This is an optimization exercise on Yosys and OpenROAD, whose aim is a short achievable clock period and few clock cycles, not a production implementation.
Only simulation tests tie the RTL to the original design; equivalence was not proved.
No activity file was given, so power comes from the tool's default toggle rates.

==> design.v <==
`default_nettype none
package cpuPkg;
    typedef enum logic [5:0] {
        opSpecial = 6'b000000,
        opJal     = 6'b000011,
        opBeq     = 6'b000100,
        opOri     = 6'b001101,
        opLui     = 6'b001111,
        opLw      = 6'b100011,
        opSw      = 6'b101011
    } opcodeE;
    typedef enum logic [5:0] {
        fnSll  = 6'b000000,
        fnJr   = 6'b001000,
        fnAddu = 6'b100001,
        fnSubu = 6'b100011
    } functE;
    typedef enum logic [1:0] {aluAdd, aluSub, aluOr, aluLui} aluOpE;
    typedef enum logic [1:0] {wbAlu, wbMem, wbLink} wbSelE;
    typedef enum logic [1:0] {fwdReg, fwdExe, fwdMem, fwdWb} fwdSelE;
    typedef logic [1:0] tnewT;
    typedef struct packed {
        opcodeE                     op;
        logic [5-1:0] rs;
        logic [5-1:0] rt;
        logic [5-1:0] rd;
        logic [4:0]                 shamt;
        functE                      funct;
    } rFieldsT;
    typedef struct packed {
        opcodeE                     op;
        logic [5-1:0] rs;
        logic [5-1:0] rt;
        logic [15:0]                imm;
    } iFieldsT;
    typedef union packed {
        rFieldsT rFields;
        iFieldsT iFields;
    } instrWord;
endpackage
`default_nettype wire
`timescale 1ns/1ps
`default_nettype none
module regFile (
    input  wire                  clk,
    input  wire                  clr,
    input  wire  [31:1]          rsSel,
    input  wire  [31:1]          rtSel,
    output logic [32-1:0] rsVal,
    output logic [32-1:0] rtVal,
    input  wire  [31:1]          weSel,
    input  wire  [32-1:0] wdata
);
    logic [32-1:0] regs [1:31];
    always_comb begin
        rsVal = '0;
        rtVal = '0;
        for (int i = 1; i < 32; i++) begin
            rsVal = rsVal | ({32{rsSel[i]}} & regs[i]);
            rtVal = rtVal | ({32{rtSel[i]}} & regs[i]);
        end
    end
    always_ff @(posedge clk) begin
        for (int i = 1; i < 32; i++) begin
            if (clr)
                regs[i] <= '0;
            else if (weSel[i])
                regs[i] <= wdata;
        end
    end
endmodule
`default_nettype wire
`timescale 1ns/1ps
`default_nettype none
module aluUnit (
    input  wire  [31:0] eA,
    input  wire  [31:0] eAx,
    input  wire  [31:0] eB,
    input  wire  [31:0] mRes,
    input  wire         sub,
    input  wire         orOp,
    input  wire         fwdA,     
    input  wire         fwdB,     
    output logic [31:0] res
);
    logic [31:0] sumRR, sumRM, sumMRa, sumMRs;
    fastAdd addRR  (.a(eAx), .b(eB), .inv(sub), .sum(sumRR));
    fastAdd addRM  (.a(eAx), .b(mRes), .inv(sub), .sum(sumRM));
    fastAdd addMRa (.a(mRes), .b(eB), .inv(1'b0), .sum(sumMRa));
    fastAdd addMRs (.a(~mRes), .b(eB), .inv(1'b1), .sum(sumMRs));
    always_comb begin
        case ({fwdA, fwdB})
            2'b00:   res = orOp ? (eA | eB) : sumRR;
            2'b10:   res = orOp ? (mRes | eB) : sub ? sumMRs : sumMRa;
            2'b01:   res = sumRM;
            default: res = sub ? '0 : {mRes[30:0], 1'b0};
        endcase
    end
endmodule
module targetAdd (
    input  wire  [31:0] a,
    input  wire  [15:0] b,
    output logic [31:0] sum
);
    logic [31:0] y, k, s, c;
    assign y   = {{14{b[15]}}, b, 2'b00};
    assign k   = 32'd4;
    assign s   = a ^ y ^ k;
    assign c   = (a & y) | (a & k) | (y & k);
    assign sum = s + {c[30:0], 1'b0};
endmodule
module incr4 (
    input  wire  [31:0] a,
    output logic [31:0] sum
);
    assign sum = a + 32'd4;
endmodule
module fastAdd (
    input  wire  [31:0] a,
    input  wire  [31:0] b,
    input  wire         inv,
    output logic [31:0] sum
);
    logic [31:0] t, g, c;
    logic [31:0] gl [6];
    logic [31:0] tl [6];
    assign t = a | b;
    assign g = a & b;
    always_comb begin
        gl[0] = g;
        tl[0] = t;
        for (int l = 0; l < 5; l++) begin
            for (int i = 0; i < 32; i++) begin
                if (i >= (1 << l)) begin
                    gl[l + 1][i] = gl[l][i] | (tl[l][i] & gl[l][i - (1 << l)]);
                    tl[l + 1][i] = tl[l][i] & tl[l][i - (1 << l)];
                end else begin
                    gl[l + 1][i] = gl[l][i];
                    tl[l + 1][i] = tl[l][i];
                end
            end
        end
        gl[1][1] = g[1] | ((t[1] & a[0]) & b[0]);
    end
    assign c = {gl[5][30:0], 1'b0};
    always_comb begin
        for (int i = 0; i < 32; i++) sum[i] = a[i] ^ (b[i] ^ (c[i] ^ inv));
    end
endmodule
`default_nettype wire
`timescale 1ns/1ps
`default_nettype none
module cpu (
    input  wire                        clk,
    input  wire                        reset,
    input  wire  [32-1:0]       instRdata,
    input  wire  [32-1:0]       dataRdata,
    output logic [32-1:0]       instAddr,
    output logic [32-1:0]       dataAddr,
    output logic [32-1:0]       dataWdata,
    output logic                       dataWe,
    output logic                       grfWe,
    output logic [5-1:0] grfAddr,
    output logic [32-1:0]       grfWdata,
    output logic [32-1:0]       wbPc
);
    localparam logic [5:0] opSpecial = 6'h00;
    localparam logic [5:0] opJal     = 6'h03;
    localparam logic [5:0] opBeq     = 6'h04;
    localparam logic [5:0] opOri     = 6'h0d;
    localparam logic [5:0] opLui     = 6'h0f;
    localparam logic [5:0] opLw      = 6'h23;
    localparam logic [5:0] opSw      = 6'h2b;
    localparam logic [5:0] fnJr      = 6'h08;
    localparam logic [5:0] fnAddu    = 6'h21;
    localparam logic [5:0] fnSubu    = 6'h23;
    function automatic logic readsRs(input logic [31:0] ins);
        case (ins[31:26])
            opSpecial: readsRs = ins[5:0] == fnAddu || ins[5:0] == fnSubu || ins[5:0] == fnJr;
            opOri, opLw, opSw: readsRs = 1'b1;
            opBeq: readsRs = ins[25:21] != ins[20:16];
            default: readsRs = 1'b0;
        endcase
    endfunction
    function automatic logic readsRt(input logic [31:0] ins);
        case (ins[31:26])
            opSpecial: readsRt = ins[5:0] == fnAddu || ins[5:0] == fnSubu;
            opSw: readsRt = 1'b1;
            opBeq: readsRt = ins[25:21] != ins[20:16];
            default: readsRt = 1'b0;
        endcase
    endfunction
    function automatic logic addsRs(input logic [31:0] ins);
        case (ins[31:26])
            opSpecial: addsRs = ins[5:0] == fnAddu || ins[5:0] == fnSubu;
            opOri, opLw, opSw: addsRs = 1'b1;
            default: addsRs = 1'b0;
        endcase
    endfunction
    function automatic logic addsRt(input logic [31:0] ins);
        addsRt = ins[31:26] == opSpecial && (ins[5:0] == fnAddu || ins[5:0] == fnSubu);
    endfunction
    function automatic logic [31:1] oneHot(input logic [4:0] r);
        for (int i = 1; i < 32; i++) oneHot[i] = r == 5'(i);
    endfunction
    logic resetQ;
    always_ff @(posedge clk) resetQ <= reset;
    logic [31:0] pc;
    logic        dValid, stallQ;
    logic        dRsHitM, dRsHitW, dRtHitM, dRtHitW;     
    logic [31:0] dInstr, dPc, dPc4;
    localparam int kAddu = 0, kSubu = 1, kJr = 2, kOri = 3, kLui = 4, kLw = 5, kSw = 6,
                   kBeq = 7, kJal = 8, kSame = 9, kRs = 10, kRt = 11;
    logic [11:0] dKind, fKind;
    logic [31:0] dJump;     
    logic [31:1] dRsSel, dRtSel;
    logic [31:0] eA, eAx, eB, eS, ePc, eTarget;
    logic        eAfwdM, eBfwdM, eSfwdM, eSfwdL;
    logic        eAfwdL, eBfwdL;     
    logic        eSub, eOr, eLw, eSw, eBr, eJr, eWe;
    logic [4:0]  eDest;
    logic [31:0] mRes, mS, mPc;
    logic        mLw, mSw, mWe;
    logic        mBr, mJr, mL, mEqE, mBothL;
    logic [31:0] mOther, mTarget, mJrPc;
    logic [31:0] wLoad;     
    logic [4:0]  mDest;
    logic [31:0] wData, wOut, wPc;
    logic        wWe;
    logic [4:0]  wDest;
    logic [31:1] wSel;
    logic [31:0] link;     
    logic [5:0]  op, fn;
    logic [4:0]  rs, rt, rd;
    logic        isAddu, isSubu, isJr, isOri, isLui, isLw, isSw, isBeq, isJal;
    logic        useRs, useRt, beqSame;
    logic [4:0]  dDest;
    logic [31:0] rfA, rfB, rsVal, rtVal, mVal;
    logic [31:0] sImm, brTarget, dPc8;
    logic        eq;       
    logic        eqRR;     
    assign op = dInstr[31:26];
    assign fn = dInstr[5:0];
    assign rs = dInstr[25:21];
    assign rt = dInstr[20:16];
    assign rd = dInstr[15:11];
    assign isAddu = dValid && dKind[kAddu];
    assign isSubu = dValid && dKind[kSubu];
    assign isJr   = dValid && dKind[kJr];
    assign isOri  = dValid && dKind[kOri];
    assign isLui  = dValid && dKind[kLui];
    assign isLw   = dValid && dKind[kLw];
    assign isSw   = dValid && dKind[kSw];
    assign isBeq  = dValid && dKind[kBeq];
    assign isJal  = dValid && dKind[kJal];
    assign beqSame = isBeq && dKind[kSame];     
    assign useRs   = dValid && dKind[kRs];
    assign useRt   = dValid && dKind[kRt];
    logic beqZero, fused;
    assign beqZero = isBeq && !beqSame && (rs == '0 || rt == '0);
    assign fused   = beqZero && eWe && eSub && !eAfwdM && !eBfwdM &&
                     eDest == (rt == '0 ? rs : rt);
    always_comb begin
        dDest = '0;
        if (isAddu || isSubu) dDest = rd;
        else if (isOri || isLui || isLw) dDest = rt;
        else if (isJal) dDest = 5'd31;
    end
    regFile regFile0 (
        .clk   (clk),
        .clr   (resetQ),
        .rsSel (dRsSel),
        .rtSel (dRtSel),
        .rsVal (rfA),
        .rtVal (rfB),
        .weSel (wSel),
        .wdata (wData)
    );
    assign mVal  = mLw ? dataRdata : mRes;
    assign rsVal = dRsHitM ? mVal : dRsHitW ? wData : rfA;
    assign rtVal = dRtHitM ? mVal : dRtHitW ? wData : rfB;
    assign sImm = {{16{dInstr[15]}}, dInstr[15:0]};
    assign brTarget = dJump;
    assign dPc8 = dPc4 + 32'd4;
    logic stall;
    assign stall = stallQ && dValid;
    logic [31:0] dTarget;
    logic dRedirectEarly, takeFused;
    assign dRedirectEarly = isJal || isJr || beqSame;
    always_comb begin
        if (isJal)     dTarget = {dPc4[31:28], dInstr[25:0], 2'b00};
        else if (isJr) dTarget = link;
        else           dTarget = brTarget;
    end
    logic [31:0] aluRes, aOp, sOp;
    logic        mispredict;
    logic [31:0] eRedirectPc;
    aluUnit alu0 (
        .eA   (eA),
        .eAx  (eAx),
        .eB   (eB),
        .mRes (mRes),
        .sub  (eSub),
        .orOp (eOr),
        .fwdA (eAfwdM),
        .fwdB (eBfwdM),
        .res  (aluRes)
    );
    logic [31:0] xRR;
    assign xRR  = eAx ^ eB;
    assign eqRR = eSub ? &xRR : ~|xRR;
    always_comb begin
        case ({eAfwdM, eBfwdM})
            2'b00:   eq = eqRR;
            2'b10:   eq = mRes == eB;
            2'b01:   eq = eA == mRes;
            default: eq = 1'b1;
        endcase
    end
    assign aOp = eAfwdM ? mRes : eA;
    assign sOp = eSfwdL ? dataRdata : eSfwdM ? mRes : eS;
    logic [31:0] bOp;
    logic        eL, mispredictM, eqM;
    assign bOp = eBfwdM ? mRes : eB;
    assign eL  = eAfwdL || eBfwdL;
    assign eqM         = mL ? (mBothL || wLoad == mOther) : mEqE;
    assign mispredictM = (mBr && eqM) || (mJr && !eqM);
    assign mispredict  = mispredictM;
    assign eRedirectPc = !mJr ? mTarget : mL ? wLoad : mJrPc;
    logic go;
    assign go = !stall && !mispredictM;
    logic [31:0] pc4;
    incr4 pcInc (.a(pc), .sum(pc4));
    assign instAddr = pc;
    logic [31:0] pcOther;
    assign takeFused = fused && eqRR && !mispredict && !stall;
    assign pcOther   = mispredict ? eRedirectPc : stall ? pc :
                       dRedirectEarly ? dTarget : pc4;
    always_ff @(posedge clk) begin
        if (reset) begin
            pc     <= 32'h3000;
            dValid <= 1'b0;
            stallQ <= 1'b0;
        end else begin
            pc <= takeFused ? dJump : pcOther;
            if (mispredict)
                dValid <= 1'b0;
            else if (!stall)
                dValid <= 1'b1;
            stallQ <= go && isLw && dDest != '0 &&
                      ((addsRs(instRdata) && instRdata[25:21] == dDest) ||
                       (addsRt(instRdata) && instRdata[20:16] == dDest));
        end
    end
    logic [4:0] nextRs, nextRt;
    assign nextRs = stall ? rs : instRdata[25:21];
    assign nextRt = stall ? rt : instRdata[20:16];
    always_ff @(posedge clk) begin
        dRsSel  <= oneHot(nextRs);
        dRtSel  <= oneHot(nextRt);
        dRsHitM <= eWe && eDest == nextRs;
        dRsHitW <= mWe && mDest == nextRs;
        dRtHitM <= eWe && eDest == nextRt;
        dRtHitW <= mWe && mDest == nextRt;
    end
    assign fKind[kAddu] = instRdata[31:26] == opSpecial && instRdata[5:0] == fnAddu;
    assign fKind[kSubu] = instRdata[31:26] == opSpecial && instRdata[5:0] == fnSubu;
    assign fKind[kJr]   = instRdata[31:26] == opSpecial && instRdata[5:0] == fnJr;
    assign fKind[kOri]  = instRdata[31:26] == opOri;
    assign fKind[kLui]  = instRdata[31:26] == opLui;
    assign fKind[kLw]   = instRdata[31:26] == opLw;
    assign fKind[kSw]   = instRdata[31:26] == opSw;
    assign fKind[kBeq]  = instRdata[31:26] == opBeq;
    assign fKind[kJal]  = instRdata[31:26] == opJal;
    assign fKind[kSame] = instRdata[25:21] == instRdata[20:16];
    assign fKind[kRs]   = readsRs(instRdata);
    assign fKind[kRt]   = readsRt(instRdata);
    logic [31:0] fJump;
    targetAdd brAdd (.a(pc), .b(instRdata[15:0]), .sum(fJump));
    always_ff @(posedge clk) dJump <= fJump;
    always_ff @(posedge clk) begin
        if (!stall) begin
            dKind  <= fKind;
            dInstr <= instRdata;
            dPc    <= pc;
            dPc4   <= pc4;
        end
    end
    always_ff @(posedge clk) begin
        if (resetQ)
            link <= '0;
        else if (isJal)
            link <= dPc8;     
    end
    always_ff @(posedge clk) begin
        if (reset) begin
            eLw  <= 1'b0;
            eSw  <= 1'b0;
            eBr  <= 1'b0;
            eJr  <= 1'b0;
            eWe  <= 1'b0;
        end else begin
            eLw  <= go && isLw;
            eSw  <= go && isSw;
            eBr  <= go && isBeq && !beqSame && !fused;
            eJr  <= go && isJr;
            eWe  <= go && dDest != '0;
        end
    end
    always_ff @(posedge clk) begin
        eDest   <= dDest;
        eSub    <= isSubu;
        eOr     <= isOri || isLui;
        ePc     <= dPc;
        eTarget <= brTarget;
        eA      <= isJal ? dPc8 : isLui ? '0 : rsVal;
        eAx     <= isSubu ? ~rsVal : isJal ? dPc8 : isLui ? '0 : rsVal;
        eB      <= (isAddu || isSubu || isBeq) ? rtVal :
                   isJr ? link :
                   isLui ? {dInstr[15:0], 16'b0} :
                   isOri ? {16'b0, dInstr[15:0]} :
                   isJal ? '0 : sImm;
        eS      <= rtVal;
        eAfwdM  <= useRs && eWe && !eLw && eDest == rs;
        eAfwdL  <= useRs && eWe && eLw && eDest == rs;
        eBfwdL  <= useRt && !isSw && eWe && eLw && eDest == rt;
        eBfwdM  <= useRt && !isSw && eWe && !eLw && eDest == rt;
        eSfwdM  <= isSw && eWe && !eLw && eDest == rt;
        eSfwdL  <= isSw && eWe && eLw && eDest == rt;
    end
    always_ff @(posedge clk) begin
        if (reset) begin
            mLw  <= 1'b0;
            mSw  <= 1'b0;
            mWe  <= 1'b0;
            mBr  <= 1'b0;
            mJr  <= 1'b0;
        end else begin
            mLw  <= eLw;
            mSw  <= eSw;
            mWe  <= eWe;
            mBr  <= eBr;
            mJr  <= eJr;
        end
    end
    always_ff @(posedge clk) begin
        mDest <= eDest;
        mRes  <= aluRes;
        mS    <= sOp;
        mPc   <= ePc;
        mOther  <= eAfwdL ? bOp : aOp;
        mBothL  <= eAfwdL && eBfwdL;
        mL      <= eL;
        mEqE    <= eq;
        mTarget <= eTarget;
        mJrPc   <= aOp;
    end
    assign dataAddr  = mRes;
    assign dataWdata = mS;
    assign dataWe    = mSw;
    always_ff @(posedge clk) begin
        if (reset) begin
            wWe  <= 1'b0;
            wSel <= '0;
        end else begin
            wWe  <= mWe;
            wSel <= mWe ? oneHot(mDest) : '0;
        end
    end
    always_ff @(posedge clk) begin
        wDest <= mDest;
        wData <= mVal;
        wOut  <= mWe ? mVal : '0;     
        wLoad <= dataRdata;
        wPc   <= mPc;
    end
    assign grfWe    = wWe;
    assign grfAddr  = wDest;
    assign grfWdata = wOut;
    assign wbPc     = wPc;
endmodule
`default_nettype wire
==> run.sh <==
#!/bin/bash
# synth_recipe.tcl (not shown) runs the flow's synth.tcl, then flattens the netlist and writes it again
# the make line also repeats each setting of config.mk as NAME=value (left out here)
make -C /OpenROAD-flow-scripts/flow DESIGN_CONFIG=/design/flow/config.mk WORK_HOME=/design/flow/orfs CLKGATE_MAP_FILE= SYNTH_SCRIPT=/design/flow/synth_recipe.tcl finish
==> config.mk <==
export PLATFORM = sky130hd
export DESIGN_NAME = cpu
export DESIGN_NICKNAME = cpu
export VERILOG_FILES = /design/flow/design.v
export SDC_FILE = /design/flow/constraint.sdc
export NUM_CORES = 4
export LEC_CHECK = 0
export CAP_MARGIN = 30
export CORE_MARGIN = 2
export CORE_UTILIZATION = 40
export SETUP_SLACK_MARGIN = 5
export SLEW_MARGIN = 30
export SYNTH_HIERARCHICAL = 1
==> constraint.sdc <==
create_clock -name core_clock -period 8.0 [get_ports {clk}]
set_input_delay 1.6000 -clock core_clock [delete_from_list [all_inputs] [get_ports {clk}]]
set_output_delay 1.6000 -clock core_clock [all_outputs]
set_load 0.01 [all_outputs]
==> results_dict.tcl, run 1 <==
set metrics [dict create \
    setup-violations-final 0 \
    drive_gt1_frac 0.186 \
    drv_slew 0 \
    routedWlPerCell_um 29.8 \
    grt_max_degree 219 \
    num_vias 78500 \
    num_rows 172 \
    rsz0062_at_grt "true" \
    fin_nets 9641 \
    wl_um 377000 \
    worstPathRequired_ns 6.40 \
    crit_start "mRes[14]" \
    worst-path-max-fanout 2 \
    clkTransAtPathRegs_ns 0.07 \
    nFillCells 20200 \
    largest_register_ffs 992 \
    cts_tree "built" \
    ys_ff_latch 1839 \
    core_um2 220000 \
    via_per_inst 6.21 \
    yosys-top-cells-count "dfxtp_1, nor2_1, mux2i_1" \
    synth_area_leader_cell "dfxtp_1" \
    hpwl_um 234000 \
    synth_ff_type "dfxtp_1" \
    synth_cell_type_count 97 \
    drc 0 \
    synth_nets 9503 \
    finalCritPeriodShare 0.387 \
    async_flop_share 0 \
    fin_tns_setup_ns 0 \
    hp-class "reg -> reg" \
    netlist_top_cells_area "dfxtp_1, mux2i_1, a22oi_1" \
    grt_pass1_wl_um 527000 \
    synth_top_area_share 0.394 \
    insertion_delay_ns 0.89 \
    finalWorstSetupSlack_ns 4.90 \
    num_io_pins 233 \
    clk_root_buffer_cell "clkbuf_16" \
    die-area_um2 225000 \
    holdBufCountCts 0 \
    fp.dieH_um 474 \
    area_growth_pct 18.4 \
    layout_min_cycle_time_ns 3.10 \
    peakVddDrop_mv 0.205 \
    run_status "no timing/DRC/antenna violations" \
    final_cells 12600 \
    ys_seq_area_frac 0.428 \
    htreeDepth 4 \
    grt.total_usage 0.320 \
    grt_pass1_vias 73800 \
    endpoint_kind "output port" \
    syn_area_um2 88400 \
    yosysMostFrequentCell "dfxtp_1" \
    gr-total-overflow 0 \
    port_buffers 232 \
    holdWs_ns 0.323 \
    dieWidth_um 474 \
    post-route-cell-area_um2 105000 \
    place_area_um2 93800 \
    top_register "regFile0.regs" \
    power_density_nw_per_um2 201 \
    drt_iter0_drc 10200 \
    drt-pass1-iter-count 9 \
    hold_viol 0 \
    critical_path_class "reg -> out" \
    gp_congestion 0.991 \
    tightest_slew_ns 1.14 \
    critPathLaunchType "flip-flop" \
    p_leak_nw 36.4 \
    max_cap_violations 0 \
    maxSlewHeadroom 0.232 \
    fin_worst_skew_ns 0.0756 \
    max_freq_mhz 323 \
    r2r_start "dRsSel[6]" \
    yosysWarnings 13 \
    dp.cells 12100 \
    clockBufferDepth 3 \
    numCtsBuffers 198 \
    arrival_ns 1.50 \
    cts.sinks 1839 \
    ant_nets 0 \
    pre_cts_ws_ns 3.05 \
    synth_edf_count 102 \
    syn_avg_cell_area_um2 9.43 \
    grt_antenna_before_repair 30 \
    hold_path.startpoint "mPc[3]" \
    start_util 0.402 \
    postSynthCellCount 9374 \
]
[power by group]
part / switching, mW / internal [mW] / total, mW
sequential: 0.183 / 9.35 / 9.53
combinational: 1.19 / 0.777 / 1.97
clock: 4.03 / 5.53 / 9.57
total: 5.41 / 15.7 / 21.1
[per-module statistics from Yosys, one instance, submodules excluded]
module / copies in the design / flip-flops and latches
incr4: 1 / 0
regFile: 1 / 992
cpu: 1 / 847
aluUnit: 1 / 0
fastAdd: 4 / 0
targetAdd: 1 / 0
[area by class of cell]
class                      count  area (um^2)  share of cell area
inverter                      85          343             0.00328
clock inverter                78          948             0.00906
sequential                  1839        38400               0.366
multi-input combinational   6721        49400               0.472
antenna                       12         30.0            0.000287
timing repair buffer         667         6090              0.0582
clock buffer                 283         5830              0.0557
tap                         2958         3700              0.0354
[final timing paths]
check	to	cells past startpoint	slack (ns)
setup / recovery	dataAddr[14]	2	4.90
hold / removal	wPc[3]	0	0.32
setup reg to reg	eAx[29]	9	4.94
hold reg to reg	wPc[3]	0	0.32
[cell families (layout without fill, tap and decap cells)]
logic type / Yosys count / in the layout / share of synthesized area
other: 2 / 14 / 0.0000850
XOR/XNOR: 600 / 600 / 0.0595
AO/OA/AOI/OAI: 1948 / 1949 / 0.168
AND/OR/NAND/NOR: 2705 / 2707 / 0.136
adder cells (fa/ha/maj): 103 / 103 / 0.0135
multiplexers: 1360 / 1360 / 0.156
buffers and inverters: 817 / 1113 / 0.0381
flip-flops: 1839 / 1839 / 0.428
[per-layer routing]
metal | track usage | routed length, um
met2 | 0.499 | 167000
met3 | 0.0854 | 39200
met1 | 0.376 | 138000
met4 | 0.244 | 32600
met5 | 0 | 141
[placed cells by master, fill, tap and decap left out, types with 39 or more instances in the layout]
cell type | netlist | final
o21ai_0 | 176 | 161
nand3_1 | 226 | 221
o221ai_1 | 63 | 53
clkdlybuf4s50_1 | 0 | 48
buf_4 | 10 | 314
clkbuf_16 | 0 | 208
buf_2 | 122 | 118
xor2_1 | 172 | 154
edfxtp_1 | 102 | 102
nand4_1 | 174 | 174
xnor2_1 | 428 | 420
o22ai_1 | 59 | 49
a22o_1 | 68 | 68
mux2i_1 | 1201 | 1188
or4_1 | 66 | 46
dfxtp_1 | 1737 | 1506
clkbuf_8 | 0 | 43
dfxtp_2 | 0 | 141
or2_2 | 47 | 44
nor2_1 | 1442 | 1432
a222oi_1 | 64 | 64
buf_6 | 15 | 105
a21oi_1 | 273 | 237
clkinv_2 | 0 | 39
nand2_1 | 452 | 445
inv_1 | 85 | 76
mux2_2 | 158 | 153
dfxtp_4 | 0 | 90
nor3_1 | 47 | 44
a221oi_2 | 66 | 70
a22oi_1 | 869 | 862
and2_1 | 60 | 58
nand2b_1 | 73 | 73
[repair_timing]
action	CTS	global route
resized for setup	1113	273
buffers inserted	139	58
gates cloned	6	6
setup endpoints to repair	407	134
pin swaps	58	80
[worst max-delay path, stage by stage, from the launching register on]
cell	delay [ns]
dfxtp_4	0.35
buf_4	0.14
buf_2	0.13
[per-stage QoR]
stage               utilization  total power, mW
floorplan                     -             10.7
global placement          0.426             11.3
detailed placement        0.427             11.4
CTS                       0.467             20.9
global route              0.476             21.6
finish                    0.476             21.1
Testbench counts, summed over its fixed seeds: cycles 103,163.
==> inputs of run 2 (changes only) <==
--- a/design.v
+++ b/design.v
@@ -81,13 +81,15 @@
     input  wire         orOp,
     input  wire         fwdA,     
     input  wire         fwdB,     
-    output logic [31:0] res
+    output logic [31:0] res,
+    output logic [31:0] addr      
 );
     logic [31:0] sumRR, sumRM, sumMRa, sumMRs;
     fastAdd addRR  (.a(eAx), .b(eB), .inv(sub), .sum(sumRR));
     fastAdd addRM  (.a(eAx), .b(mRes), .inv(sub), .sum(sumRM));
     fastAdd addMRa (.a(mRes), .b(eB), .inv(1'b0), .sum(sumMRa));
     fastAdd addMRs (.a(~mRes), .b(eB), .inv(1'b1), .sum(sumMRs));
+    assign addr = fwdA ? sumMRa : sumRR;
     always_comb begin
         case ({fwdA, fwdB})
             2'b00:   res = orOp ? (eA | eB) : sumRR;
@@ -220,6 +222,7 @@
     logic        eSub, eOr, eLw, eSw, eBr, eJr, eWe;
     logic [4:0]  eDest;
     logic [31:0] mRes, mS, mPc;
+    logic [31:0] mAddr;     
     logic        mLw, mSw, mWe;
     logic        mBr, mJr, mL, mEqE, mBothL;
     logic [31:0] mOther, mTarget, mJrPc;
@@ -292,7 +295,7 @@
         else if (isJr) dTarget = link;
         else           dTarget = brTarget;
     end
-    logic [31:0] aluRes, aOp, sOp;
+    logic [31:0] aluRes, aluAddr, aOp, sOp;
     logic        mispredict;
     logic [31:0] eRedirectPc;
     aluUnit alu0 (
@@ -304,7 +307,8 @@
         .orOp (eOr),
         .fwdA (eAfwdM),
         .fwdB (eBfwdM),
-        .res  (aluRes)
+        .res  (aluRes),
+        .addr (aluAddr)
     );
     logic [31:0] xRR;
     assign xRR  = eAx ^ eB;
@@ -446,6 +450,7 @@
     always_ff @(posedge clk) begin
         mDest <= eDest;
         mRes  <= aluRes;
+        mAddr <= aluAddr;
         mS    <= sOp;
         mPc   <= ePc;
         mOther  <= eAfwdL ? bOp : aOp;
@@ -455,7 +460,7 @@
         mTarget <= eTarget;
         mJrPc   <= aOp;
     end
-    assign dataAddr  = mRes;
+    assign dataAddr  = mAddr;
     assign dataWdata = mS;
     assign dataWe    = mSw;
     always_ff @(posedge clk) begin
==> results_dict.tcl, run 2 <==
set metrics [dict create \
    run_status "no timing/DRC/antenna violations" \
    grt_pass1_vias 73400 \
    cpMostUsedCell "ha_4" \
    worst-path-max-fanout 3 \
    synth_cell_type_count 92 \
    hold_viol 0 \
    power_density_nw_per_um2 204 \
    syn_avg_cell_area_um2 9.46 \
    numCtsBuffers 200 \
    yosys-top-cells-count "dfxtp_1, nor2_1, mux2i_1" \
    cts.sinks 1871 \
    clk_root_buffer_cell "clkbuf_16" \
    htreeDepth 4 \
    synth-compound-area-share 0.166 \
    num_io_pins 233 \
    layout.cells.most_common "dfxtp_1" \
    num_rows 173 \
    drc 0 \
    fp.dieH_um 477 \
    yosys.area_share.simple 0.135 \
    max_cap_violations 0 \
    synth-xor-area-share 0.0588 \
    yosysMostFrequentCell "dfxtp_1" \
    grt_antenna_before_repair 32 \
    drt_iter0_drc 10700 \
    final_util 0.470 \
    synth_ff_type "dfxtp_1" \
    slowest_delay_ns 0.39 \
    drive_gt1_frac 0.180 \
    finalWorstSetupSlack_ns 4.94 \
    critical_path_class "in -> reg" \
    synth_top_family_by_area "compound AO/OA/AOI/OAI gates" \
    max_freq_mhz 327 \
    drv_slew 0 \
    top_register "regFile0.regs" \
    num_vias 78000 \
    clockBufferDepth 3 \
    maxSlewHeadroom 0.243 \
    postSynthCellCount 9451 \
    largest_register_ffs 992 \
    dieWidth_um 477 \
    synth_adder_area_share 0.0134 \
    area_growth_pct 17.0 \
    fin_total_pwr_mw 21.3 \
    core_um2 222000 \
    gr-total-overflow 0 \
    grt_pass1_wl_um 516000 \
    wl_um 367000 \
    port_buffers 232 \
    grt.total_usage 0.306 \
    crit_slowest_cell "fa_2" \
    die-area_um2 227000 \
    endpoint_kind "flip-flop" \
    drt-pass1-iter-count 9 \
    finalCritPeriodShare 0.383 \
    synth_top_area_share 0.396 \
    peakVddDrop_mv 0.199 \
    fin_tns_setup_ns 0 \
    synthMuxAreaShare 0.159 \
    layout_min_cycle_time_ns 3.06 \
    gp_congestion 0.952 \
    crit_chain "buf_8 -> ha_4 -> ha_4 -> fa_2 -> a21oi_4 -> o221ai_4 -> a2bb2oi_4 -> o31ai_4 -> a221oi_2 -> buf_4 -> o21ai_2 -> xor2_1" \
    via_per_inst 6.14 \
    cts_tree "built" \
    hpwl_um 230000 \
    synth_area_leader_cell "dfxtp_1" \
    start_util 0.402 \
    fin_worst_skew_ns 0.0590 \
    netlist_top_cells_area "dfxtp_1, mux2i_1, a22oi_1" \
    p_leak_nw 36.5 \
    grt_max_degree 231 \
    worstPathRequired_ns 8.76 \
    syn_area_um2 89400 \
    hp-class "reg -> reg" \
    critPathLaunchType "input pin" \
    insertion_delay_ns 0.89 \
    synth_edf_count 102 \
    tightest_slew_ns 1.10 \
    holdWs_ns 0.282 \
    ys_ff_latch 1871 \
    pre_cts_ws_ns 3.04 \
    synth_nets 9580 \
    r2r_start "dRsSel[14]" \
    hold_path.startpoint "ePc[5]" \
    arrival_ns 3.82 \
    ys_seq_area_frac 0.430 \
    final_cell_mix "dfxtp_1, nor2_1, mux2i_1" \
    ant_nets 0 \
    yosysWarnings 13 \
    setup-violations-final 0 \
    rsz0062_at_grt "true" \
    clkTransAtPathRegs_ns 0.06 \
    crit_start "instRdata[1]" \
    fin_nets 9676 \
    routedWlPerCell_um 28.8 \
    async_flop_share 0 \
]
## run 2: changes by cell type after synthesis, moves of 5 or more
| cell | before | now |
|---|---|---|
| o31ai_1 | 33 | 17 |
| o21ai_0 | 176 | 192 |
| mux2_2 | 158 | 191 |
| a21oi_1 | 273 | 282 |
| dfxtp_1 | 1737 | 1769 |
| nor4_1 | 35 | 30 |
| buf_1 | 46 | 37 |
| and3_1 | 16 | 21 |
| nor2_1 | 1442 | 1437 |
| buf_2 | 122 | 128 |
## run 2: worst max-delay path, delay by kind of cell
family          cells  cell delay [ns]
buf+inv             2             0.27
fa+ha+maj           3             0.78
compound gates      6             0.99
xor+xnor            1             0.15
## run 2: layout make-up
cell class	count	area, um^2
Timing Repair Buffer	627	5160
Antenna cell	11	27.5
Fill cell	20800	118000
Clock buffer	293	5920
Multi-Input combinational cell	6761	49400
Sequential cell	1871	38900
Clock inverter	87	1030
Inverter	86	377
Tap cell	2975	3720
## run 2: final timing paths
check              end  slack (ns)  depth (start not counted)
max          dJump[29]        4.94                         12
min             mPc[5]        0.28                          0
max reg2reg    eAx[13]        4.96                          9
min reg2reg     mPc[5]        0.28                          0
## run 2: metal layers
metal  up-vias  wire length [um]  share of wire  track usage
met2      4387            163000           0.44        0.474
li1      34500                 -              -            -
met4        20             28800          0.079        0.222
met5         -               138        0.00038            0
met1     38000            139000           0.38        0.369
met3      1190             35900          0.098       0.0757
## run 2: logic make-up (layout without fill, tap and decap cells)
| logic type | count (synthesis) | count (layout) |
|---|---|---|
| AND/OR/NAND/NOR | 2703 | 2704 |
| AO/OA/AOI/OAI | 1959 | 1959 |
| flip-flops | 1871 | 1871 |
| multiplexers | 1393 | 1393 |
| buffers and inverters | 820 | 1093 |
| XOR/XNOR | 600 | 600 |
| adder cells (fa/ha/maj) | 103 | 103 |
| other | 2 | 13 |
## run 2: per-stage QoR
step,instance area [um^2],cells
6_report,105000,12700
5_1_grt,105000,12700
4_1_cts,103000,12600
3_5_place_dp,94600,12100
3_3_place_gp,94500,12100
2_1_floorplan,89900,9451
## run 2: Yosys stat by module, one instance, submodules excluded
module	cell area, um^2	flip-flops and latches	copies in the design	cells inside
aluUnit	2440	0	1	328
regFile	45400	992	1	4772
fastAdd	2150	0	4	314
cpu	30500	879	1	2779
incr4	581	0	1	83
targetAdd	1880	0	1	233
## run 2: power by group
group / switching [mW] / internal [mW]
Sequential: 0.197 / 9.52
Combinational: 1.13 / 0.716
Clock: 4.12 / 5.61
Total: 5.45 / 15.8
## run 2: what timing repair did
item	4_1_cts	5_1_grt
cloned	1	2
pin swaps	57	90
hold buffers	0	0
setup buffers	126	63
resized for setup	1027	206
setup endpoints to repair	380	158
Testbench counts of run 2, summed over its fixed seeds: cycles 103,163.
==> inputs of run 3 (changes only) <==
--- a/design.v
+++ b/design.v
@@ -224,8 +224,8 @@
     logic [31:0] mRes, mS, mPc;
     logic [31:0] mAddr;     
     logic        mLw, mSw, mWe;
-    logic        mBr, mJr, mL, mEqE, mBothL;
-    logic [31:0] mOther, mTarget, mJrPc;
+    logic        mBr, mJr, mL, mEqE;
+    logic [31:0] mTarget, mJrPc;
     logic [31:0] wLoad;     
     logic [4:0]  mDest;
     logic [31:0] wData, wOut, wPc;
@@ -323,12 +323,14 @@
     end
     assign aOp = eAfwdM ? mRes : eA;
     assign sOp = eSfwdL ? dataRdata : eSfwdM ? mRes : eS;
-    logic [31:0] bOp;
-    logic        eL, mispredictM, eqM;
-    assign bOp = eBfwdM ? mRes : eB;
-    assign eL  = eAfwdL || eBfwdL;
-    assign eqM         = mL ? (mBothL || wLoad == mOther) : mEqE;
-    assign mispredictM = (mBr && eqM) || (mJr && !eqM);
+    logic [31:0] bOp, cmpA, cmpB;
+    logic        eL, eqAll, mispredictM;
+    assign bOp   = eBfwdM ? mRes : eB;
+    assign eL    = eAfwdL || eBfwdL;
+    assign cmpA  = eAfwdL ? dataRdata : aOp;
+    assign cmpB  = eBfwdL ? dataRdata : bOp;
+    assign eqAll = eL ? (eAfwdL && eBfwdL) || cmpA == cmpB : eq;
+    assign mispredictM = (mBr && mEqE) || (mJr && !mEqE);
     assign mispredict  = mispredictM;
     assign eRedirectPc = !mJr ? mTarget : mL ? wLoad : mJrPc;
     logic go;
@@ -453,10 +455,8 @@
         mAddr <= aluAddr;
         mS    <= sOp;
         mPc   <= ePc;
-        mOther  <= eAfwdL ? bOp : aOp;
-        mBothL  <= eAfwdL && eBfwdL;
         mL      <= eL;
-        mEqE    <= eq;
+        mEqE    <= eqAll;
         mTarget <= eTarget;
         mJrPc   <= aOp;
     end
==> results_dict.tcl, run 3 <==
set metrics [dict create \
    top_layer "met5" \
    cts.sinks 1838 \
    clkTransAtPathRegs_ns 0.07 \
    p_leak_nw 36.6 \
    critical_path_class "reg -> reg" \
    port_buffers 232 \
    wl_um 391000 \
    cts_tree "built" \
    hold_depth 0 \
    setup-violations-final 0 \
    synth-xor-area-share 0.0621 \
    netlist_top_cells_area "dfxtp_1, mux2i_1, a22oi_1" \
    fin_total_pwr_mw 21.6 \
    gr-total-overflow 0 \
    worstPathRequired_ns 8.72 \
    clockBufferDepth 3 \
    fin_nets 9695 \
    grt_antenna_before_repair 22 \
    rsz0062_at_grt "true" \
    synth_cell_type_count 98 \
    ant_nets 0 \
    worstRegToRegCells 14 \
    hold-path-endpoint "mTarget[28]" \
    grt_pass1_vias 74800 \
    numCtsBuffers 197 \
    area_growth_pct 17.9 \
    synth_ff_type "dfxtp_1" \
    htreeDepth 4 \
    synth_edf_count 102 \
    syn_avg_cell_area_um2 9.46 \
    drt-pass1-iter-count 9 \
    num_rows 173 \
    yosysMostFrequentCell "dfxtp_1" \
    routedWlPerCell_um 30.7 \
    max_cap_violations 0 \
    drv_slew 0 \
    yosys-top-cells-count "dfxtp_1, nor2_1, mux2i_1" \
    yosysWarnings 13 \
    ys_ff_latch 1838 \
    critPathLaunchType "flip-flop" \
    synthMuxAreaShare 0.157 \
    fp.dieH_um 476 \
    fin_worst_skew_ns 0.0465 \
    dieWidth_um 476 \
    postSynthCellCount 9440 \
    max_freq_mhz 314 \
    met3WireLength_um 42100 \
    endpoint_kind "flip-flop" \
    peakVddDrop_mv 0.234 \
    layout.cells.most_common "dfxtp_1" \
    ys_seq_area_frac 0.424 \
    finalCritPeriodShare 0.398 \
    synth-compound-area-share 0.169 \
    dp.cells 12100 \
    gp_congestion 0.959 \
    drc 0 \
    met1Wirelength_um 151000 \
    maxSlewHeadroom 0.235 \
    worst-path-max-fanout 4 \
    drive_gt1_frac 0.186 \
    grt_max_degree 238 \
    grt_pass1_wl_um 546000 \
    final_cells 12700 \
    async_flop_share 0 \
    clk_root_buffer_cell "clkbuf_16" \
    synth_adder_area_share 0.0134 \
    synth_top_area_share 0.389 \
    run_status "no timing/DRC/antenna violations" \
    holdWs_ns 0.316 \
    hp-class "reg -> reg" \
    tightest_slew_ns 1.15 \
    reg2reg_slack_ns 4.82 \
    r2r_start "mRes[0]" \
    drt_iter0_drc 11000 \
    hold_viol 0 \
    die-area_um2 227000 \
    synth_top_family_by_area "compound AO/OA/AOI/OAI gates" \
    num_vias 79800 \
    synth_area_leader_cell "dfxtp_1" \
    syn_area_um2 89300 \
    start_util 0.402 \
    hpwl_um 238000 \
    yosys.area_share.simple 0.136 \
    grt.total_usage 0.326 \
    insertion_delay_ns 0.88 \
    num_io_pins 233 \
    layout_min_cycle_time_ns 3.18 \
    holdBufCountCts 0 \
    arrival_ns 3.90 \
    met2_length_um 169000 \
    largest_register_ffs 992 \
    final_cell_mix "dfxtp_1, nor2_1, mux2i_1" \
    power_density_nw_per_um2 205 \
    fin_tns_setup_ns 0 \
    top_register "regFile0.regs" \
    via_per_inst 6.27 \
    r2r-end "mRes[31]" \
    core_um2 222000 \
    synth_nets 9569 \
    hold_path.startpoint "eTarget[28]" \
]
[run 3: changes by cell type after synthesis, sizes merged, moves of 15 or more]
| cell | previous run | this run |
|---|---|---|
| a211o | 2 | 30 |
| a211oi | 45 | 78 |
| a21oi | 286 | 203 |
| a22oi | 874 | 832 |
| a311oi | 40 | 69 |
| dfxtp | 1769 | 1736 |
| mux2 | 191 | 165 |
| mux2i | 1202 | 1217 |
| nand2 | 453 | 472 |
| nor2 | 1437 | 1422 |
| xnor2 | 426 | 463 |
[run 3: what timing repair did]
action | 4_1_cts | 5_1_grt
setup buffers | 123 | 74
pin swaps | 72 | 92
endpoints found under the setup margin | 381 | 139
resized for setup | 1081 | 243
gates cloned | 2 | 3
[run 3: worst max-delay path by stage]
stage	slack, ns	end	from
after floorplan	4.44	dJump[29]	instRdata[1]
after global placement	3.10	dJump[29]	instRdata[15]
after detailed placement	3.10	dJump[29]	instRdata[15]
after CTS	4.91	instAddr[31]	pc[31]
after global routing	4.80	mRes[29]	mRes[18]
final	4.82	mRes[31]	mRes[0]
[run 3: critical path, stage by stage (launching register included)]
cell	delay, ns
dfxtp_4	0.37
inv_4	0.07
a22oi_2	0.10
o311ai_4	0.49
a31oi_4	0.18
o31ai_4	0.23
buf_12	0.16
a211oi_4	0.07
o41ai_4	0.36
buf_4	0.21
a22oi_2	0.11
xnor2_1	0.16
mux2_2	0.28
o221ai_2	0.15
nand3_1	0.08
[run 3: routing by layer]
| layer | track usage | vias up |
|---|---|---|
| li1 | - | 34500 |
| met1 | 0.407 | 38900 |
| met2 | 0.498 | 4939 |
| met3 | 0.0852 | 1375 |
| met4 | 0.209 | 16 |
| met5 | 0 | - |
[run 3: kinds of logic after synthesis]
group           count (synthesis)
flops                        1838
xor+xnor                      633
compound gates               1930
fa+ha+maj                     103
other cells                     2
buf+inv                       832
mux                          1382
simple gates                 2720
[run 3: final cells by class]
type,count,area (um^2)
clock inverters,105,1440
well taps,2975,3720
repair buffers,659,5660
flip-flops and latches,1838,38200
fillers,20800,117000
inverters,99,384
multi-input cells,6771,50200
clock buffers,265,5670
diodes,6,15.0
[run 3: through the flow]
| stage | utilization | instance area (um^2) | setup WS, ns |
|---|---|---|---|
| finish | 0.474 | 105000 | 4.82 |
| global placement | 0.426 | 94600 | 3.10 |
| detailed placement | 0.426 | 94600 | 3.10 |
| global route | 0.474 | 105000 | 4.80 |
| CTS | 0.466 | 103000 | 4.91 |
| floorplan | - | 89800 | 4.44 |
[run 3: report_power, final]
| part | internal (mW) | total (mW) | switching [mW] |
|---|---|---|---|
| clock | 5.80 | 9.99 | 4.19 |
| combinational | 0.763 | 2.04 | 1.27 |
| sequential | 9.36 | 9.52 | 0.166 |
| total | 15.9 | 21.6 | 5.63 |
[run 3: Yosys stat by module (local to each module, per instance)]
module / copies in the design / flops+latches / cells inside / area (um^2)
fastAdd: 4 / 0 / 314 / 2150
incr4: 1 / 0 / 83 / 581
targetAdd: 1 / 0 / 233 / 1880
aluUnit: 1 / 0 / 328 / 2440
regFile: 1 / 992 / 4772 / 45400
cpu: 1 / 846 / 2768 / 30400
Testbench counts of run 3, summed over its fixed seeds: cycles 103,163.
==> inputs of run 4 (changes only) <==
--- a/design.v
+++ b/design.v
@@ -46,20 +46,39 @@
     input  wire                  clr,
     input  wire  [31:1]          rsSel,
     input  wire  [31:1]          rtSel,
-    output logic [32-1:0] rsVal,
-    output logic [32-1:0] rtVal,
     input  wire  [31:1]          weSel,
-    input  wire  [32-1:0] wdata
+    input  wire  [32-1:0] wdata,
+    input  wire  [32-1:0] mVal,
+    input  wire                  rsHitM,
+    input  wire                  rsHitW,
+    input  wire                  rtHitM,
+    input  wire                  rtHitW,
+    input  wire                  aUseReg,
+    input  wire  [32-1:0] aAlt,
+    input  wire                  aInv,
+    input  wire                  bUseReg,
+    input  wire  [32-1:0] bAlt,
+    output logic [32-1:0] nextA,
+    output logic [32-1:0] nextAx,
+    output logic [32-1:0] nextB,
+    output logic [32-1:0] nextS
 );
     logic [32-1:0] regs [1:31];
+    logic [32-1:0] rfA, rfB, rsVal, rtVal;
     always_comb begin
-        rsVal = '0;
-        rtVal = '0;
+        rfA = '0;
+        rfB = '0;
         for (int i = 1; i < 32; i++) begin
-            rsVal = rsVal | ({32{rsSel[i]}} & regs[i]);
-            rtVal = rtVal | ({32{rtSel[i]}} & regs[i]);
+            rfA = rfA | ({32{rsSel[i]}} & regs[i]);
+            rfB = rfB | ({32{rtSel[i]}} & regs[i]);
         end
     end
+    assign rsVal  = rsHitM ? mVal : rsHitW ? wdata : rfA;
+    assign rtVal  = rtHitM ? mVal : rtHitW ? wdata : rfB;
+    assign nextA  = aUseReg ? rsVal : aAlt;
+    assign nextAx = aInv ? ~rsVal : nextA;
+    assign nextB  = bUseReg ? rtVal : bAlt;
+    assign nextS  = rtVal;
     always_ff @(posedge clk) begin
         for (int i = 1; i < 32; i++) begin
             if (clr)
@@ -238,7 +257,7 @@
     logic        isAddu, isSubu, isJr, isOri, isLui, isLw, isSw, isBeq, isJal;
     logic        useRs, useRt, beqSame;
     logic [4:0]  dDest;
-    logic [31:0] rfA, rfB, rsVal, rtVal, mVal;
+    logic [31:0] mVal;
     logic [31:0] sImm, brTarget, dPc8;
     logic        eq;       
     logic        eqRR;     
@@ -269,19 +288,35 @@
         else if (isOri || isLui || isLw) dDest = rt;
         else if (isJal) dDest = 5'd31;
     end
+    logic [31:0] nextA, nextAx, nextB, nextS, aAlt, bAlt;
+    assign mVal = mLw ? dataRdata : mRes;
+    assign aAlt = isJal ? dPc8 : '0;
+    assign bAlt = isJr ? link :
+                  isLui ? {dInstr[15:0], 16'b0} :
+                  isOri ? {16'b0, dInstr[15:0]} :
+                  isJal ? '0 : sImm;
     regFile regFile0 (
-        .clk   (clk),
-        .clr   (resetQ),
-        .rsSel (dRsSel),
-        .rtSel (dRtSel),
-        .rsVal (rfA),
-        .rtVal (rfB),
-        .weSel (wSel),
-        .wdata (wData)
+        .clk     (clk),
+        .clr     (resetQ),
+        .rsSel   (dRsSel),
+        .rtSel   (dRtSel),
+        .weSel   (wSel),
+        .wdata   (wData),
+        .mVal    (mVal),
+        .rsHitM  (dRsHitM),
+        .rsHitW  (dRsHitW),
+        .rtHitM  (dRtHitM),
+        .rtHitW  (dRtHitW),
+        .aUseReg (!(isJal || isLui)),
+        .aAlt    (aAlt),
+        .aInv    (isSubu),
+        .bUseReg (isAddu || isSubu || isBeq),
+        .bAlt    (bAlt),
+        .nextA   (nextA),
+        .nextAx  (nextAx),
+        .nextB   (nextB),
+        .nextS   (nextS)
     );
-    assign mVal  = mLw ? dataRdata : mRes;
-    assign rsVal = dRsHitM ? mVal : dRsHitW ? wData : rfA;
-    assign rtVal = dRtHitM ? mVal : dRtHitW ? wData : rfB;
     assign sImm = {{16{dInstr[15]}}, dInstr[15:0]};
     assign brTarget = dJump;
     assign dPc8 = dPc4 + 32'd4;
@@ -419,14 +454,10 @@
         eOr     <= isOri || isLui;
         ePc     <= dPc;
         eTarget <= brTarget;
-        eA      <= isJal ? dPc8 : isLui ? '0 : rsVal;
-        eAx     <= isSubu ? ~rsVal : isJal ? dPc8 : isLui ? '0 : rsVal;
-        eB      <= (isAddu || isSubu || isBeq) ? rtVal :
-                   isJr ? link :
-                   isLui ? {dInstr[15:0], 16'b0} :
-                   isOri ? {16'b0, dInstr[15:0]} :
-                   isJal ? '0 : sImm;
-        eS      <= rtVal;
+        eA      <= nextA;
+        eAx     <= nextAx;
+        eB      <= nextB;
+        eS      <= nextS;
         eAfwdM  <= useRs && eWe && !eLw && eDest == rs;
         eAfwdL  <= useRs && eWe && eLw && eDest == rs;
         eBfwdL  <= useRt && !isSw && eWe && eLw && eDest == rt;
==> results_dict.tcl, run 4 <==
set metrics [dict create \
    yosysWarnings 13 \
    synth_cell_type_count 102 \
    switching_share 0.271 \
    async_flop_share 0 \
    final_cell_mix "dfxtp_1, nor2_1, mux2i_1" \
    nFillCells 20900 \
    clockBufferDepth 3 \
    seq_power_share 0.449 \
    grt_pass1_vias 76700 \
    clk_root_buffer_cell "clkbuf_16" \
    power_density_nw_per_um2 207 \
    insertion_delay_ns 0.91 \
    critPathLaunchType "flip-flop" \
    ys_ff_latch 1838 \
    holdBufCountCts 0 \
    die-area_um2 227000 \
    finalWorstSetupSlack_ns 4.81 \
    peakVddDrop_mv 0.209 \
    grt_max_degree 244 \
    routedWlPerCell_um 33.9 \
    port_buffers 232 \
    maxSlewHeadroom 0.199 \
    fin_tns_setup_ns 0 \
    final_util 0.471 \
    synth_edf_count 102 \
    crit_slowest_cell "o31ai_2" \
    ys_seq_area_frac 0.424 \
    slowest_delay_ns 0.93 \
    endpoint_kind "flip-flop" \
    max_cap_violations 0 \
    grt_antenna_before_repair 42 \
    area_growth_pct 17.1 \
    core_um2 222000 \
    layout.cells.most_common "dfxtp_1" \
    max_freq_mhz 313 \
    holdWs_ns 0.314 \
    wl_um 432000 \
    grtUsageMet3 0.146 \
    p_comb_frac 0.101 \
    power.switching_mw 5.85 \
    setup-violations-final 0 \
    gr-total-overflow 0 \
    tightest_slew_ns 1.20 \
    num_rows 173 \
    grt_util_met2 0.511 \
    synth_ff_type "dfxtp_1" \
    htreeDepth 4 \
    ant_nets 0 \
    pre_cts_ws_ns 3.47 \
    p_leak_nw 36.6 \
    drc 0 \
    hpwl_um 256000 \
    path_depth 6 \
    critPathTopFamily "compound AO/OA/AOI/OAI gates" \
    drive_gt1_frac 0.164 \
    synth_area_leader_cell "dfxtp_1" \
    p_clk_frac 0.450 \
    fp.dieH_um 476 \
    yosys-top-cells-count "dfxtp_1, nor2_1, mux2i_1" \
    hp-class "reg -> reg" \
    numCtsBuffers 197 \
    synth_top_area_share 0.390 \
    run_status "no timing/DRC/antenna violations" \
    gp_congestion 0.988 \
    start_util 0.402 \
    critPathBufInv 1 \
    dieWidth_um 476 \
    grt.total_usage 0.360 \
    dp.cells 12200 \
    hold_depth 0 \
    top_usage_layer "met2" \
    synth_nets 9669 \
    grt_pass1_wl_um 592000 \
    num_io_pins 233 \
    fin_nets 9704 \
    num_vias 84100 \
    finalCritPeriodShare 0.399 \
    layout_min_cycle_time_ns 3.19 \
    drv_slew 0 \
    arrival_ns 3.87 \
    via_per_inst 6.60 \
    netlist_top_cells_area "dfxtp_1, mux2i_1, nor2_1" \
    final_cells 12700 \
    cts_tree "built" \
    grt_use_met1 0.443 \
    top_register "regFile0.regs" \
    worst-path-max-fanout 17 \
    crit_chain "buf_4 -> a22o_1 -> a221oi_1 -> nand4_1 -> o31ai_2 -> a31oi_1" \
    worstRegToRegCells 6 \
    syn_avg_cell_area_um2 9.35 \
    clkTransAtPathRegs_ns 0.06 \
    rsz0062_at_grt "true" \
    p_int_mw 15.8 \
    hold_viol 0 \
    fin_worst_skew_ns 0.0671 \
    drt_iter0_drc 14400 \
    postSynthCellCount 9540 \
    critical_path_class "reg -> reg" \
    yosysMostFrequentCell "dfxtp_1" \
    cts.sinks 1838 \
    largest_register_ffs 992 \
    syn_area_um2 89200 \
    drt-pass1-iter-count 11 \
    worstPathRequired_ns 8.67 \
]
==> run 4: cell count changes in the layout (fill, tap and decap cells not counted), moves of 50 or more <==
cell      previous run  this run
a221oi_2            68         6
a22oi_1            821       365
nand3_1            219       166
a21oi_1            164       338
buf_4              342       276
a222oi_1            64         1
a22o_1              68       372
a31oi_1             18        77
dfxtp_4             68       118
a221oi_1            16       326
==> run 4: worst register-to-register path, cell delays in order, from the launching register on <==
cell	delay, ns
dfxtp_2	0.64
buf_4	0.49
a22o_1	0.36
a221oi_1	0.22
nand4_1	0.15
o31ai_2	0.93
a31oi_1	0.21
==> run 4: timing repair <==
| action | CTS | global route |
|---|---|---|
| setup buffers | 111 | 59 |
| pin swaps | 59 | 57 |
| cloned | 1 | 3 |
| resized for setup | 1008 | 193 |
| setup endpoints to repair | 299 | 92 |
==> run 4: cell families after synthesis <==
group                      Yosys count  synth area share
adders and majority gates          103            0.0134
xor gates and xnor gates           623            0.0612
buffers and inverters              882            0.0406
DFF                               1838             0.424
and+or+nand+nor                   2639             0.128
muxes                             1301             0.148
AOI/OAI and AO/OA                 2152             0.185
other                                2         0.0000842
==> run 4: power by group through the flow <==
stage	Sequential [mW]	Clock (mW)	Combinational (mW)
after global routing	9.70	10.1	2.29
after detailed placement	9.93	0	1.82
after floorplan	9.76	0	1.24
after global placement	9.92	0	1.80
after CTS	9.68	9.73	1.99
final	9.71	9.72	2.19
==> run 4: per-module statistics from Yosys (local to each module, per instance) <==
module	cell area, um^2	cells	copies in the design	flops+latches
aluUnit	2440	328	1	0
regFile	47800	5209	1	992
fastAdd	2150	314	4	0
cpu	28000	2431	1	846
incr4	581	83	1	0
targetAdd	1880	233	1	0
==> run 4: stage by stage <==
stage          cell area, um^2  power, mW
3_5_place_dp             94600       11.7
6_report                104000       21.6
2_1_floorplan            89700       11.0
5_1_grt                 104000       22.1
4_1_cts                 103000       21.4
3_3_place_gp             94300       11.7
==> run 4: routing by layer <==
layer	wire [um]	vias to the layer above	part of all wire
met1	158000	40400	0.37
met3	61200	1964	0.14
met4	36800	38	0.085
met2	175000	6870	0.41
met5	454	-	0.0011
li1	-	34800	-
==> run 4: final cells by class <==
cell class / count / area, um^2 / share of cell area
Sequential cell: 1838 / 38400 / 0.368
Timing Repair Buffer: 585 / 5060 / 0.0484
Inverter: 133 / 526 / 0.00503
Antenna cell: 24 / 60.1 / 0.000575
Tap cell: 2975 / 3720 / 0.0356
Multi-Input combinational cell: 6820 / 49800 / 0.477
Clock inverter: 108 / 1200 / 0.0115
Clock buffer: 263 / 5640 / 0.0541
==> run 4: worst paths after layout <==
check | from | to | slack (ns)
max | dRtSel[25] | eB[1] | 4.81
min | mPc[30] | wPc[30] | 0.31
max reg2reg | dRtSel[25] | eB[1] | 4.81
min reg2reg | mPc[30] | wPc[30] | 0.31
Testbench counts of run 4, summed over its fixed seeds: cycles 103,163.

[what the ideal ports hide]
The results above use ideal ports. As a check the final layouts listed here were re-extracted and re-timed, cells and wires unchanged. Step 1 assumes that a clkbuf_16 drives the clock port and a buf_2 every other input. Step 2 also shifts input and output timing later by t, the mid clock arrival at the registers, as if the neighbouring blocks saw the same clock. a / b / c = ideal ports / drivers / drivers and shift; a / b = the first two.
| run | t (ns) | setup slack, ns | slew at the worst register clock pin (ns) | pins driven straight from the clock port |
|---|---|---|---|---|
| run 1 | 0.945 | 4.900 / 4.810 / 4.037 | 0.07 / 0.07 | 1 |
| run 2 | 0.963 | 4.939 / 4.863 / 4.020 | 0.07 / 0.07 | 1 |
| run 3 | 0.943 | 4.818 / 4.818 / 3.983 | 0.07 / 0.07 | 1 |
| run 4 | 0.966 | 4.805 / 4.805 / 4.103 | 0.08 / 0.08 | 1 |
After both steps setup and hold are still met in every run listed. The setup slack of run 2, which loses most, moves by -0.076 ns with the drivers and by -0.919 ns with both steps.
